Background: an optimization exercise with open tools, aiming at small area, a short achievable clock period and few clock cycles per item. Do not read the settings as production practice. Only simulation tests tie the RTL to the original design; equivalence was not proved. Power figures rest on the tool's default switching activity, not on a simulated workload. The clock port is modelled as an ideal driver; clocking choices that lean on that would not hold on a real chip.

Setup of rev 12:
// data_mem_responder
module data_mem_responder #(
  parameter int ADDR_W = 8
) (
  input  logic              clk,
  input  logic              reset,
  input  logic              req_valid,
  output logic              req_ready,
  input  logic              req_we,
  input  logic [1:0]        req_whb,
  input  logic              req_signed,
  input  logic [ADDR_W-1:0] req_addr,
  input  logic [31:0]       req_wdata,
  output logic              rsp_valid,
  output logic [31:0]       rsp_rdata,
  output logic              rsp_err
);
Size: ~4300 cells after synthesis, about 82 I/O pins.
export LEC_CHECK = 0
export CAP_MARGIN = 20
export CORE_MARGIN = 2
export CORE_UTILIZATION = 50
export CTS_CLUSTER_DIAMETER = 100
export CTS_CLUSTER_SIZE = 24
export PLACE_DENSITY = 0.65
export SETUP_SLACK_MARGIN = 4.8
export SLEW_MARGIN = 20
export SYNTH_HIERARCHICAL = 1
export SYNTH_MINIMUM_KEEP_SIZE = 0
create_clock -name core_clock -period 8.0 [get_ports {clk}]
run.sh (not shown) runs the stock make flow with config.mk's settings and CLKGATE_MAP_FILE= SYNTH_SCRIPT=/design/flow/synth_recipe.tcl, a recipe that flattens the netlist after the stock synthesis.
Both conditions hold for rev 12: the flow ran to the end and the final layout passed the timing, design-rule and antenna checks.
Testbench counts of rev 12, summed over its fixed seeds: cycles 12,024, requests 12,000.
Here is what was changed in the inputs of rev 13 compared with rev 12.
--- a/flow/config.mk
+++ b/flow/config.mk
@@ -10,5 +10,3 @@
-export CORE_UTILIZATION = 50
-export CTS_CLUSTER_DIAMETER = 100
-export CTS_CLUSTER_SIZE = 24
-export PLACE_DENSITY = 0.65
-export SETUP_SLACK_MARGIN = 4.8
+export CORE_UTILIZATION = 45
+export PLACE_DENSITY = 0.6
+export SETUP_SLACK_MARGIN = 4.5
Findings:
- No stage failed in rev 13, and the final checks on the layout all came back clean.
- Fraction of final layout cells sized beyond drive strength 1: rev 13 higher than rev 12
- Clock-buffer cell count of rev 13 exceeds that of rev 12 by more than half.
- Utilization rev 12 -> rev 13: down
- Rev 13 vs rev 12, last element of the critical path: rsp_rdata[16] vs a_low[2][2]
- Looking at source of the critical timing path, the req_addr[1] result is from rev 12; the rsp_rdata[16] one comes from rev 13.
- Rev 13 vs. rev 12: clock network fraction of design power climbed 12 points; time the final worst path needs with I/O delays and setup climbed 0.36 ns; row count climbed 8.

========
== run 1 ==
Another version of the RTL of data_mem_responder (not shown whole).
Size: about 2200 flip-flops, roughly 82 I/O pins, ~0.077 mm² of cells after synthesis.
==> flow/config.mk <==
export PLATFORM = sky130hd
export DESIGN_NAME = data_mem_responder
export DESIGN_NICKNAME = data_mem_responder
export VERILOG_FILES = /design/flow/design.v
export SDC_FILE = /design/flow/constraint.sdc
export NUM_CORES = 4
export LEC_CHECK = 0
export CAP_MARGIN = 20
export CORE_MARGIN = 2
export CORE_UTILIZATION = 55
export PLACE_DENSITY = 0.68
export SLEW_MARGIN = 20
export SYNTH_HIERARCHICAL = 1
export SYNTH_MINIMUM_KEEP_SIZE = 0
==> flow/constraint.sdc <==
create_clock -name core_clock -period 8.0 [get_ports {clk}]
set_input_delay 1.6000 -clock core_clock [delete_from_list [all_inputs] [get_ports {clk}]]
set_output_delay 1.6000 -clock core_clock [all_outputs]
set_load 0.01 [all_outputs]
standard.sh (not shown) runs the stock make flow with config.mk's settings and CLKGATE_MAP_FILE= SYNTH_SCRIPT=/design/flow/synth_recipe.tcl, a recipe that flattens the netlist after the stock synthesis.
==> flow/flow/run.sh <==
#!/bin/bash
# Layout flow: the standard ORFS flow (standard.sh, unchanged synthesis),
# with three settings changed through the environment:
#   - port buffers are buf_2 cells (the default pick is a delay cell),
#   - CTS clusters up to 30 sinks within 110 um and adds no dummy loads,
#   - setup repair aims for 5.25 ns of slack at the 8 ns clock.
# The whole output goes to standard_flow.log here; ORFS's per-step logs are
# under orfs/logs.
set -euo pipefail
export BUFFER_PORTS_ARGS="-buffer_cell sky130_fd_sc_hd__buf_2"
export CTS_ARGS="-sink_clustering_enable -repair_clock_nets -dont_use_dummy_load -sink_clustering_size 30 -sink_clustering_max_diameter 110"
export SETUP_SLACK_MARGIN=5.25
bash standard.sh > standard_flow.log 2>&1
Testbench counts of run 1, summed over its fixed seeds: cycles 12,024, requests 12,000.
Here is what was changed in the inputs of run 2 compared with run 1.
# run 1
export LEC_CHECK = 0
export CAP_MARGIN = 20
export CORE_MARGIN = 2
export CORE_UTILIZATION = 55
export PLACE_DENSITY = 0.68
export SLEW_MARGIN = 20
export SYNTH_HIERARCHICAL = 1
export SYNTH_MINIMUM_KEEP_SIZE = 0
create_clock -name core_clock -period 8.0 [get_ports {clk}]
# run 2
export LEC_CHECK = 0
export CAP_MARGIN = 20
export CORE_MARGIN = 2
export CORE_UTILIZATION = 62
export PLACE_DENSITY = 0.72
export SLEW_MARGIN = 20
export SYNTH_HIERARCHICAL = 1
export SYNTH_MINIMUM_KEEP_SIZE = 0
create_clock -name core_clock -period 8.0 [get_ports {clk}]
[summary]
Run 1 -> run 2: growth of design area from synthesis to finish flat
Run 2 improves on run 1 in worst hold slack.
When run 2 is measured against run 1, its least setup slack across all paths after layout turns out 0.023 ns higher.
Power per standard cell area across run 1 and run 2: no real change.
Compared to run 1, run 2 has met1 routing resource usage after global routing 5.5 points higher.
Modified inputs, run 3 compared to run 2
==> flow/flow/run.sh <==
#!/bin/bash
# Layout flow: the standard ORFS flow (standard.sh, unchanged synthesis),
# with three settings changed through the environment:
#   - port buffers are buf_2 cells (the default pick is a delay cell),
#   - CTS clusters up to 27 sinks within 110 um and adds no dummy loads,
#   - setup repair aims for 5.3 ns of slack at the 8 ns clock.
# The whole output goes to standard_flow.log here; ORFS's per-step logs are
# under orfs/logs.
set -euo pipefail
export BUFFER_PORTS_ARGS="-buffer_cell sky130_fd_sc_hd__buf_2"
export CTS_ARGS="-sink_clustering_enable -repair_clock_nets -dont_use_dummy_load -sink_clustering_size 27 -sink_clustering_max_diameter 110"
export SETUP_SLACK_MARGIN=5.3
bash standard.sh > standard_flow.log 2>&1
Results
Taking run 2 as the reference, in run 3 area added between synthesis and finish up 0.22 points; share of the clock period used by the worst path after layout higher; net count after synthesis now sits at about the same level; HPWL after detailed placement lost 1.9%; number of nets at the end of the flow ~0 delta. The final area was comparable across run 2 and run 3. Run comparison: run 2 capture point of the worst path b_raw[1][0]$_DFF_P_; run 3 capture point of the worst path rsp_rdata[0].
For run 4, these inputs were changed with respect to run 3:
# run 3
export LEC_CHECK = 0
export CAP_MARGIN = 20
export CORE_MARGIN = 2
export CORE_UTILIZATION = 62
export PLACE_DENSITY = 0.72
export SLEW_MARGIN = 20
export SYNTH_HIERARCHICAL = 1
export SYNTH_MINIMUM_KEEP_SIZE = 0
create_clock -name core_clock -period 8.0 [get_ports {clk}]
# run 4
export LEC_CHECK = 0
export CAP_MARGIN = 20
export CORE_MARGIN = 2
export CORE_UTILIZATION = 55
export PLACE_DENSITY = 0.68
export SLEW_MARGIN = 20
export SYNTH_HIERARCHICAL = 1
export SYNTH_MINIMUM_KEEP_SIZE = 0
create_clock -name core_clock -period 8.0 [get_ports {clk}]
Looking at run 4 and run 3, the synthesis-to-layout area growth is a wash.
Global-route total usage across every layer: lower on run 4
Die area grows by more than 10% when moving from run 3 to run 4.

========
Setup of old:
Another version of the RTL of data_mem_responder (not shown whole).
Size in the first run: roughly 6400 cells after synthesis, about 2300 flip-flops, ~82 I/O pins, roughly 78000 µm² of cells after synthesis.
make LEC_CHECK=0 CAP_MARGIN=20 CORE_MARGIN=2 CORE_UTILIZATION=65 CTS_CLUSTER_DIAMETER=100 CTS_CLUSTER_SIZE=24 PLACE_DENSITY=0.75 SETUP_SLACK_MARGIN=5 SLEW_MARGIN=20 SYNTH_HIERARCHICAL=1 SYNTH_MINIMUM_KEEP_SIZE=0 finish   # period 8.0 ns
run.sh (not shown) runs the stock make flow with config.mk's settings and CLKGATE_MAP_FILE= SYNTH_SCRIPT=/design/flow/synth_recipe.tcl, a recipe that flattens the netlist after the stock synthesis.
Stock flow here: none of the scripts above is used.
old has completed all stages; timing, DRC and antenna checks passed.
Testbench counts of old, summed over its fixed seeds: cycles 12,024, requests 12,000.
[inputs] new vs old
==> flow/flow/run.sh (new file) <==
#!/bin/bash
# Layout flow: the standard ORFS flow (standard.sh, unchanged synthesis),
# with three settings changed through the environment:
#   - port buffers are buf_2 cells (the default pick is a delay cell),
#   - CTS clusters up to 27 sinks within 110 um and adds no dummy loads,
#   - setup repair aims for 5.3 ns of slack at the 8 ns clock.
# The whole output goes to standard_flow.log here; ORFS's per-step logs are
# under orfs/logs.
set -euo pipefail
export BUFFER_PORTS_ARGS="-buffer_cell sky130_fd_sc_hd__buf_2"
export CTS_ARGS="-sink_clustering_enable -repair_clock_nets -dont_use_dummy_load -sink_clustering_size 27 -sink_clustering_max_diameter 110"
export SETUP_SLACK_MARGIN=5.3
bash standard.sh > standard_flow.log 2>&1
==> flow/standard.sh (new file) <==
#!/bin/bash
# synth_recipe.tcl (not shown) runs the flow's synth.tcl, then flattens the netlist and writes it again
# the make line also repeats each setting of config.mk as NAME=value (left out here)
make -C /OpenROAD-flow-scripts/flow DESIGN_CONFIG=/design/flow/config.mk WORK_HOME=/design/flow/orfs CLKGATE_MAP_FILE= SYNTH_SCRIPT=/design/flow/synth_recipe.tcl "${@:-finish}"
--- a/flow/config.mk
+++ b/flow/config.mk
@@ -8,9 +8,6 @@
 export CAP_MARGIN = 20
 export CORE_MARGIN = 2
-export CORE_UTILIZATION = 65
-export CTS_CLUSTER_DIAMETER = 100
-export CTS_CLUSTER_SIZE = 24
-export PLACE_DENSITY = 0.75
-export SETUP_SLACK_MARGIN = 5
+export CORE_UTILIZATION = 55
+export PLACE_DENSITY = 0.68
 export SLEW_MARGIN = 20
 export SYNTH_HIERARCHICAL = 1
removed: flow/run.sh
==> comparison <==
Taking old as the reference, in new number of routed nets with antenna violations stayed essentially flat; biggest cell delay along the critical path climbed 20 ps; buffer count excluding the clock tree in the final layout now sits higher.
new: done, clean on timing, DRC and antenna

==> port drivers added, routing unchanged <==
How much do the figures lean on ideal ports? The routed layouts below were timed once more, with nothing changed but the port constraints. Step 1 assumes that a clkbuf_16 drives the clock port and a buf_2 every other input. Step 2 adds t to the input delays and takes it off the output delays; t is the mean of the earliest and latest rising clock arrival at the registers after step 1. Input paths then give back, and output paths get back, about the clock's delay inside the block. Three values: ideal, step 1, step 2; two values: the first two.
run	shift t [ns]	setup WS [ns]	latest minus earliest clock arrival (ns)
rev 12	0.827	4.968 / 4.936 / 4.109	0.035 / 0.034
rev 13	0.934	4.610 / 4.519 / 3.714	0.050 / 0.049
run 1	0.800	5.157 / 5.137 / 4.576	0.071 / 0.071
run 2	0.762	5.181 / 5.142 / 4.610	0.078 / 0.078
run 3	0.784	5.155 / 5.072 / 4.535	0.066 / 0.066
run 4	0.813	5.199 / 5.113 / 4.632	0.056 / 0.056
old	0.808	5.037 / 4.960 / 4.254	0.032 / 0.032
new	0.794	5.160 / 5.076 / 4.624	0.078 / 0.078
After both steps setup and hold are still met in every run listed. The setup slack of rev 13, which loses most, moves by -0.091 ns with the drivers and by -0.896 ns with both steps.
